This is an optimization exercise on Yosys and OpenROAD, whose aim is small area, a short achievable clock period and few clock cycles, not a production implementation.
Where RTL was checked, it was by simulation tests only, not by an equivalence proof against the original.
Power and IR drop assume default switching activity.

==> inputs of v3 <==
## lsu_top
module lsu_top (
    input  logic                 clk_i,
    input  logic                 rst_n_i,
    input  logic                 req_i,
    output logic                 ack_o,
    input  logic [32-1:0] inst_i,
    input  logic [32-1:0] rs1_i,
    input  logic [32-1:0] rs2_i,
    output logic                 wb_valid_o,
    output logic [32-1:0] wb_data_o,
    output logic                 fault_o
);
==> module lsu_top, before the edit <==
module lsu_top (
    input  logic                 clk_i,
    input  logic                 rst_n_i,
    input  logic                 req_i,
    output logic                 ack_o,
    input  logic [32-1:0] inst_i,
    input  logic [32-1:0] rs1_i,
    input  logic [32-1:0] rs2_i,
    output logic                 wb_valid_o,
    output logic [32-1:0] wb_data_o,
    output logic                 fault_o
);
    localparam int AW    = 8;
    localparam int WORDS = 2 ** (AW - 2);
    logic          ack_q;
    logic          fault_q;
    logic          ld_q;
    logic          st_q;
    logic [AW-1:0] addr_q;
    logic [2:0]    f3_q;
    logic [31:0]   wdata_q;
    logic          is_load;
    logic          is_store;
    logic [2:0]    funct3;
    logic [AW-1:0] imm;
    logic [AW-1:0] addr;
    logic          f3_ok;
    logic          aligned;
    logic          legal;
    logic          accept;
    logic [31:0]   wdata;
    assign is_load  = inst_i[6:0] == isa_pkg::OP_LOAD;
    assign is_store = inst_i[6:0] == isa_pkg::OP_STORE;
    assign funct3   = inst_i[14:12];
    assign imm      = is_store ? {inst_i[AW+19:25], inst_i[11:7]} : inst_i[AW+19:20];
    assign addr     = rs1_i[AW-1:0] + imm;
    always_comb begin
        case (funct3)
            3'b000, 3'b001, 3'b010: f3_ok = 1'b1;
            3'b100, 3'b101:         f3_ok = is_load;
            default:                f3_ok = 1'b0;
        endcase
        case (funct3[1:0])
            2'b01:   aligned = ~addr[0];
            2'b10:   aligned = addr[1:0] == 2'b00;
            default: aligned = 1'b1;
        endcase
    end
    assign legal  = (is_load || is_store) && f3_ok && aligned;
    assign accept = req_i && !ack_q;
    always_comb begin
        case (funct3[1:0])
            2'b00:   wdata = {4{rs2_i[7:0]}};
            2'b01:   wdata = {2{rs2_i[15:0]}};
            default: wdata = rs2_i;
        endcase
    end
    always_ff @(posedge clk_i) begin
        if (!rst_n_i) begin
            ack_q   <= 1'b0;
            fault_q <= 1'b0;
            ld_q    <= 1'b0;
            st_q    <= 1'b0;
        end else begin
            ack_q   <= req_i;
            fault_q <= accept && !legal;
            ld_q    <= accept && legal && is_load;
            st_q    <= accept && legal && is_store;
        end
    end
    always_ff @(posedge clk_i) begin
        addr_q  <= addr;
        f3_q    <= funct3;
        wdata_q <= wdata;
    end
    logic [31:0] mem [WORDS];
    logic [3:0]  wmask;
    always_comb begin
        case (f3_q[1:0])
            2'b00:   wmask = 4'b0001 << addr_q[1:0];
            2'b01:   wmask = addr_q[1] ? 4'b1100 : 4'b0011;
            default: wmask = 4'b1111;
        endcase
    end
    always_ff @(posedge clk_i) begin
        if (st_q) begin
            for (int b = 0; b < 4; b++) begin
                if (wmask[b]) begin
                    mem[addr_q[AW-1:2]][8*b +: 8] <= wdata_q[8*b +: 8];
                end
            end
        end
    end
    logic [31:0] rword;
    logic [7:0]  b0;
    logic [7:0]  b1;
    logic        sx;
    logic [31:0] ext;
    assign rword = mem[addr_q[AW-1:2]];
    always_comb begin
        case (addr_q[1:0])
            2'd0:    b0 = rword[7:0];
            2'd1:    b0 = rword[15:8];
            2'd2:    b0 = rword[23:16];
            default: b0 = rword[31:24];
        endcase
        b1 = addr_q[1] ? rword[31:24] : rword[15:8];
        case (f3_q[1:0])
            2'b00: begin
                sx  = ~f3_q[2] & b0[7];
                ext = {{24{sx}}, b0};
            end
            2'b01: begin
                sx  = ~f3_q[2] & b1[7];
                ext = {{16{sx}}, b1, b0};
            end
            default: begin
                sx  = 1'b0;
                ext = rword;
            end
        endcase
    end
    logic        wb_valid_q;
    logic [31:0] wb_data_q;
    always_ff @(posedge clk_i) begin
        if (!rst_n_i) begin
            wb_valid_q <= 1'b0;
        end else begin
            wb_valid_q <= ld_q;
        end
    end
    always_ff @(posedge clk_i) begin
        wb_data_q <= ext;
    end
    assign ack_o      = ack_q;
    assign fault_o    = fault_q;
    assign wb_valid_o = wb_valid_q;
    assign wb_data_o  = wb_data_q;
endmodule
make LEC_CHECK=0 CAP_MARGIN=20 CORE_MARGIN=2 CORE_UTILIZATION=40 SLEW_MARGIN=20 finish   # period 5.0 ns
run.sh (not shown) runs the stock make flow with config.mk's settings and CLKGATE_MAP_FILE= SYNTH_SCRIPT=/design/flow/synth_recipe.tcl, a recipe that flattens the netlist after the stock synthesis.
==> inputs of v18, as changes to v3 <==
--- a/flow/design.v
+++ b/flow/design.v
@@ -44,13 +44,16 @@
 );
     localparam int AW    = 8;
     localparam int WORDS = 2 ** (AW - 2);
+    localparam int GRP   = 8;
+    localparam int NGRP  = WORDS / GRP;
     logic          ack_q;
     logic          fault_q;
     logic          ld_q;
-    logic          st_q;
-    logic [AW-1:0] addr_q;
+    logic [1:0]    off_q;
     logic [2:0]    f3_q;
-    logic [31:0]   wdata_q;
+    logic [31:0]   rword_q;
+    logic          wb_valid_q;
+    logic [31:0]   wb_data_q;
     logic          is_load;
     logic          is_store;
     logic [2:0]    funct3;
@@ -60,6 +63,8 @@
     logic          aligned;
     logic          legal;
     logic          accept;
+    logic          wr;
+    logic [3:0]    wmask;
     logic [31:0]   wdata;
     assign is_load  = inst_i[6:0] == isa_pkg::OP_LOAD;
     assign is_store = inst_i[6:0] == isa_pkg::OP_STORE;
@@ -80,63 +85,87 @@
     end
     assign legal  = (is_load || is_store) && f3_ok && aligned;
     assign accept = req_i && !ack_q;
+    assign wr     = accept && legal && is_store;
     always_comb begin
         case (funct3[1:0])
-            2'b00:   wdata = {4{rs2_i[7:0]}};
-            2'b01:   wdata = {2{rs2_i[15:0]}};
-            default: wdata = rs2_i;
+            2'b00: begin
+                wmask = 4'b0001 << addr[1:0];
+                wdata = {4{rs2_i[7:0]}};
+            end
+            2'b01: begin
+                wmask = addr[1] ? 4'b1100 : 4'b0011;
+                wdata = {2{rs2_i[15:0]}};
+            end
+            default: begin
+                wmask = 4'b1111;
+                wdata = rs2_i;
+            end
         endcase
     end
-    always_ff @(posedge clk_i) begin
-        if (!rst_n_i) begin
-            ack_q   <= 1'b0;
-            fault_q <= 1'b0;
-            ld_q    <= 1'b0;
-            st_q    <= 1'b0;
-        end else begin
-            ack_q   <= req_i;
-            fault_q <= accept && !legal;
-            ld_q    <= accept && legal && is_load;
-            st_q    <= accept && legal && is_store;
-        end
-    end
-    always_ff @(posedge clk_i) begin
-        addr_q  <= addr;
-        f3_q    <= funct3;
-        wdata_q <= wdata;
+    logic [GRP-1:0]  lo_sel;
+    logic [NGRP-1:0] hi_sel;
+    always_comb begin
+        lo_sel = '0;
+        hi_sel = '0;
+        lo_sel[addr[4:2]]    = 1'b1;
+        hi_sel[addr[AW-1:5]] = 1'b1;
     end
     logic [31:0] mem [WORDS];
-    logic [3:0]  wmask;
-    always_comb begin
-        case (f3_q[1:0])
-            2'b00:   wmask = 4'b0001 << addr_q[1:0];
-            2'b01:   wmask = addr_q[1] ? 4'b1100 : 4'b0011;
-            default: wmask = 4'b1111;
-        endcase
-    end
-    always_ff @(posedge clk_i) begin
-        if (st_q) begin
-            for (int b = 0; b < 4; b++) begin
-                if (wmask[b]) begin
-                    mem[addr_q[AW-1:2]][8*b +: 8] <= wdata_q[8*b +: 8];
+    for (genvar w = 0; w < WORDS; w++) begin : g_word
+        for (genvar b = 0; b < 4; b++) begin : g_byte
+            logic we;
+            assign we = wr & hi_sel[w / GRP] & lo_sel[w % GRP] & wmask[b];
+            always_ff @(posedge clk_i) begin
+                if (we) begin
+                    mem[w][8*b +: 8] <= wdata[8*b +: 8];
                 end
             end
         end
     end
+    logic [31:0] grp [NGRP];
     logic [31:0] rword;
+    always_comb begin
+        for (int g = 0; g < NGRP; g++) begin
+            grp[g] = '0;
+            for (int k = 0; k < GRP; k++) begin
+                grp[g] = grp[g] | (mem[g*GRP+k] & {32{lo_sel[k]}});
+            end
+        end
+        rword = '0;
+        for (int g = 0; g < NGRP; g++) begin
+            rword = rword | (grp[g] & {32{hi_sel[g]}});
+        end
+    end
+    always_ff @(posedge clk_i) begin
+        if (!rst_n_i) begin
+            ack_q      <= 1'b0;
+            fault_q    <= 1'b0;
+            ld_q       <= 1'b0;
+            wb_valid_q <= 1'b0;
+        end else begin
+            ack_q      <= req_i;
+            fault_q    <= accept && !legal;
+            ld_q       <= accept && legal && is_load;
+            wb_valid_q <= ld_q;
+        end
+    end
+    always_ff @(posedge clk_i) begin
+        rword_q <= rword;
+        off_q   <= addr[1:0];
+        f3_q    <= funct3;
+    end
     logic [7:0]  b0;
     logic [7:0]  b1;
     logic        sx;
     logic [31:0] ext;
-    assign rword = mem[addr_q[AW-1:2]];
     always_comb begin
-        case (addr_q[1:0])
-            2'd0:    b0 = rword[7:0];
-            2'd1:    b0 = rword[15:8];
-            2'd2:    b0 = rword[23:16];
-            default: b0 = rword[31:24];
+        case (off_q)
+            2'd0:    b0 = rword_q[7:0];
+            2'd1:    b0 = rword_q[15:8];
+            2'd2:    b0 = rword_q[23:16];
+            default: b0 = rword_q[31:24];
         endcase
-        b1 = addr_q[1] ? rword[31:24] : rword[15:8];
+        b1 = off_q[1] ? rword_q[31:24] : rword_q[15:8];
         case (f3_q[1:0])
             2'b00: begin
                 sx  = ~f3_q[2] & b0[7];
@@ -148,18 +177,9 @@
             end
             default: begin
                 sx  = 1'b0;
-                ext = rword;
+                ext = rword_q;
             end
         endcase
-    end
-    logic        wb_valid_q;
-    logic [31:0] wb_data_q;
-    always_ff @(posedge clk_i) begin
-        if (!rst_n_i) begin
-            wb_valid_q <= 1'b0;
-        end else begin
-            wb_valid_q <= ld_q;
-        end
     end
     always_ff @(posedge clk_i) begin
         wb_data_q <= ext;
SETUP_SLACK_MARGIN = 2.5   (was default)
==> inputs of v29, as changes to v3 <==
--- a/flow/design.v
+++ b/flow/design.v
@@ -48,9 +48,13 @@
     logic          fault_q;
     logic          ld_q;
     logic          st_q;
-    logic [AW-1:0] addr_q;
+    logic [7:0]    lo_q;
+    logic [7:0]    hi_q;
+    logic [1:0]    off_q;
     logic [2:0]    f3_q;
     logic [31:0]   wdata_q;
+    logic          wb_valid_q;
+    logic [31:0]   wb_data_q;
     logic          is_load;
     logic          is_store;
     logic [2:0]    funct3;
@@ -60,12 +64,13 @@
     logic          aligned;
     logic          legal;
     logic          accept;
-    logic [31:0]   wdata;
+    logic [7:0]    lo_sel;
+    logic [7:0]    hi_sel;
     assign is_load  = inst_i[6:0] == isa_pkg::OP_LOAD;
     assign is_store = inst_i[6:0] == isa_pkg::OP_STORE;
     assign funct3   = inst_i[14:12];
-    assign imm      = is_store ? {inst_i[AW+19:25], inst_i[11:7]} : inst_i[AW+19:20];
-    assign addr     = rs1_i[AW-1:0] + imm;
+    assign imm  = {inst_i[AW+19:25], inst_i[5] ? inst_i[11:7] : inst_i[24:20]};
+    assign addr = rs1_i[AW-1:0] + imm;
     always_comb begin
         case (funct3)
             3'b000, 3'b001, 3'b010: f3_ok = 1'b1;
@@ -77,66 +82,91 @@
             2'b10:   aligned = addr[1:0] == 2'b00;
             default: aligned = 1'b1;
         endcase
+        lo_sel = '0;
+        hi_sel = '0;
+        lo_sel[addr[4:2]]    = 1'b1;
+        hi_sel[addr[AW-1:5]] = 1'b1;
     end
     assign legal  = (is_load || is_store) && f3_ok && aligned;
     assign accept = req_i && !ack_q;
-    always_comb begin
-        case (funct3[1:0])
-            2'b00:   wdata = {4{rs2_i[7:0]}};
-            2'b01:   wdata = {2{rs2_i[15:0]}};
-            default: wdata = rs2_i;
-        endcase
-    end
     always_ff @(posedge clk_i) begin
         if (!rst_n_i) begin
-            ack_q   <= 1'b0;
-            fault_q <= 1'b0;
-            ld_q    <= 1'b0;
-            st_q    <= 1'b0;
+            ack_q      <= 1'b0;
+            fault_q    <= 1'b0;
+            ld_q       <= 1'b0;
+            st_q       <= 1'b0;
+            wb_valid_q <= 1'b0;
         end else begin
-            ack_q   <= req_i;
-            fault_q <= accept && !legal;
-            ld_q    <= accept && legal && is_load;
-            st_q    <= accept && legal && is_store;
+            ack_q      <= req_i;
+            fault_q    <= accept && !legal;
+            ld_q       <= accept && legal && is_load;
+            st_q       <= accept && legal && is_store;
+            wb_valid_q <= ld_q;
         end
     end
     always_ff @(posedge clk_i) begin
-        addr_q  <= addr;
+        lo_q    <= lo_sel;
+        hi_q    <= hi_sel;
+        off_q   <= addr[1:0];
         f3_q    <= funct3;
-        wdata_q <= wdata;
+        wdata_q <= rs2_i;
+    end
+    logic [3:0]  wmask;
+    logic [31:0] wdata;
+    always_comb begin
+        case (f3_q[1:0])
+            2'b00: begin
+                wmask = 4'b0001 << off_q;
+                wdata = {4{wdata_q[7:0]}};
+            end
+            2'b01: begin
+                wmask = off_q[1] ? 4'b1100 : 4'b0011;
+                wdata = {2{wdata_q[15:0]}};
+            end
+            default: begin
+                wmask = 4'b1111;
+                wdata = wdata_q;
+            end
+        endcase
     end
     logic [31:0] mem [WORDS];
-    logic [3:0]  wmask;
-    always_comb begin
-        case (f3_q[1:0])
-            2'b00:   wmask = 4'b0001 << addr_q[1:0];
-            2'b01:   wmask = addr_q[1] ? 4'b1100 : 4'b0011;
-            default: wmask = 4'b1111;
-        endcase
-    end
-    always_ff @(posedge clk_i) begin
-        if (st_q) begin
-            for (int b = 0; b < 4; b++) begin
-                if (wmask[b]) begin
-                    mem[addr_q[AW-1:2]][8*b +: 8] <= wdata_q[8*b +: 8];
+    for (genvar w = 0; w < WORDS; w++) begin : g_word
+        for (genvar b = 0; b < 4; b++) begin : g_byte
+            logic we;
+            assign we = st_q & hi_q[w / 8] & lo_q[w % 8] & wmask[b];
+            always_ff @(posedge clk_i) begin
+                if (we) begin
+                    mem[w][8*b +: 8] <= wdata[8*b +: 8];
                 end
             end
         end
     end
+    logic [31:0] grp [8];
     logic [31:0] rword;
+    always_comb begin
+        for (int h = 0; h < 8; h++) begin
+            grp[h] = '0;
+            for (int l = 0; l < 8; l++) begin
+                grp[h] = grp[h] | (mem[h*8+l] & {32{lo_q[l]}});
+            end
+        end
+        rword = '0;
+        for (int h = 0; h < 8; h++) begin
+            rword = rword | (grp[h] & {32{hi_q[h]}});
+        end
+    end
     logic [7:0]  b0;
     logic [7:0]  b1;
     logic        sx;
     logic [31:0] ext;
-    assign rword = mem[addr_q[AW-1:2]];
     always_comb begin
-        case (addr_q[1:0])
+        case (off_q)
             2'd0:    b0 = rword[7:0];
             2'd1:    b0 = rword[15:8];
             2'd2:    b0 = rword[23:16];
             default: b0 = rword[31:24];
         endcase
-        b1 = addr_q[1] ? rword[31:24] : rword[15:8];
+        b1 = off_q[1] ? rword[31:24] : rword[15:8];
         case (f3_q[1:0])
             2'b00: begin
                 sx  = ~f3_q[2] & b0[7];
@@ -152,15 +182,6 @@
             end
         endcase
     end
-    logic        wb_valid_q;
-    logic [31:0] wb_data_q;
-    always_ff @(posedge clk_i) begin
-        if (!rst_n_i) begin
-            wb_valid_q <= 1'b0;
-        end else begin
-            wb_valid_q <= ld_q;
-        end
-    end
     always_ff @(posedge clk_i) begin
         wb_data_q <= ext;
     end
SETUP_SLACK_MARGIN = 2.5   (was default)
==> summary of the runs <==
The highest clock skew belongs to v29, the lowest to v3. Global-route usage, lowest first: v18, v29, v3. Synthesized cell count: v29 < v3 < v18. Critical path depth: v18 > v3 > v29. Utilization: v18 > v29 > v3. Against v3, the sequential share of layout area of v18 is lower by 7.8 points. Against v29, the design area of v18 is higher by 14%. Die area, lowest first: v29, v18, v3. v29 passed the timing, design-rule and antenna checks. v3 completed with no timing, DRC or antenna violations. v18 completed and failed the layout checks on setup timing. Sequential cell count: v18 < v3 < v29. First-iteration DRC count: v3 > v29 > v18. Via count: v29 < v3 < v18.
==> figures <==
| metric | v3 | v18 | v29 |
|---|---|---|---|
| Status | complete, no violations | complete, but fails checks | complete, no violations |
| Reasons for failing layout checks | - | setup timing | - |
| Fraction of the mapped netlist area in adder cells | 0.00177 | 0.00271 | 0.00282 |
| Number of nets in the synthesized netlist | 4910 | 4982 | 4532 |
| Post-cts gate resize count | 0 | 295 | 788 |
| Aggregate negative setup slack | 0 ns | -0.267 ns | 0 ns |
| Die footprint | 0.209 sq mm | 0.207 sq mm | 0.199 sq mm |
| Startpoint class of the critical path | flop | input pin | flop |
| Non-clk buf share | 0.0527 | 0.137 | 0.0528 |
| Crit path depth | 11 | 25 | 10 |
| CP dominant cell by count | buf_4 | buf_12 | - |
| Max frequency | 0.224 GHz | 0.196 GHz | 0.326 GHz |
| Routed met3 length | 36.6 mm | 27.0 mm | 32.8 mm |
| Crit path buffers/inverters | 3 | 9 | 3 |
| Share of synthesized area occupied by flip-flops and latches | 0.768 | 0.775 | 0.811 |
| Seq cells | 2128 | 2121 | 2138 |
| Required time of the critical path | 5.75 ns | 5.78 ns | 5.74 ns |
| Reg-to-reg endpoint | wb_data_q[3] | rword_q[30] | wb_data_q[29] |
| Sequential fraction of total cell area | 0.660 | 0.582 | 0.670 |
| End of the critical path | wb_data_q[3] | rword_q[4] | wb_data_q[29] |
| Global routing met3 resource utilization | 0.0700 | 0.0424 | 0.0782 |
| Comb. pwr | 8.20 mW | 10.2 mW | 9.09 mW |
| HPWL Detailed | 179 mm | 176 mm | 150 mm |
| Synthesized cell area | 0.0822 sq mm | 0.0813 sq mm | 0.0780 sq mm |
Testbench counts of v3, summed over its fixed seeds: cycles 32,000.
Testbench counts of v18, summed over its fixed seeds: cycles 32,000.
No functional check of the RTL was part of v29.

==> what the ideal ports hide <==
Ports are ideal in the flow. The routed layouts listed here were re-timed in OpenROAD. Step 1 (the two cells are an assumption about what drives the block):
set clk [get_ports {clk_i}]
set_driving_cell -lib_cell sky130_fd_sc_hd__clkbuf_16 $clk
set_driving_cell -lib_cell sky130_fd_sc_hd__buf_2 [delete_from_list [all_inputs] $clk]
Step 2 adds t to the input delays and takes it off the output delays; t is the mean of the earliest and latest rising clock arrival at the registers after step 1. Input paths then give back, and output paths get back, about the clock's delay inside the block. Slacks: no drivers / after step 1 / after step 2; pairs: no drivers / after step 1.
run	shift t [ns]	setup slack, ns	hold WS [ns]	worst setup path after step 2	clock arrival spread, ns
v3	0.941	0.529 / 0.529 / 0.529	0.441 / 0.441 / 0.441	register to register	0.045 / 0.046
v18	0.940	-0.114 / -0.062 / -1.002	0.432 / 0.432 / 0.432	input to register	0.066 / 0.065
v29	0.918	1.937 / 1.937 / 1.130	0.436 / 0.436 / 0.436	input to register	0.094 / 0.094
The setup slack of v18, which loses most, moves by +0.052 ns with the drivers and by -0.888 ns with both steps.
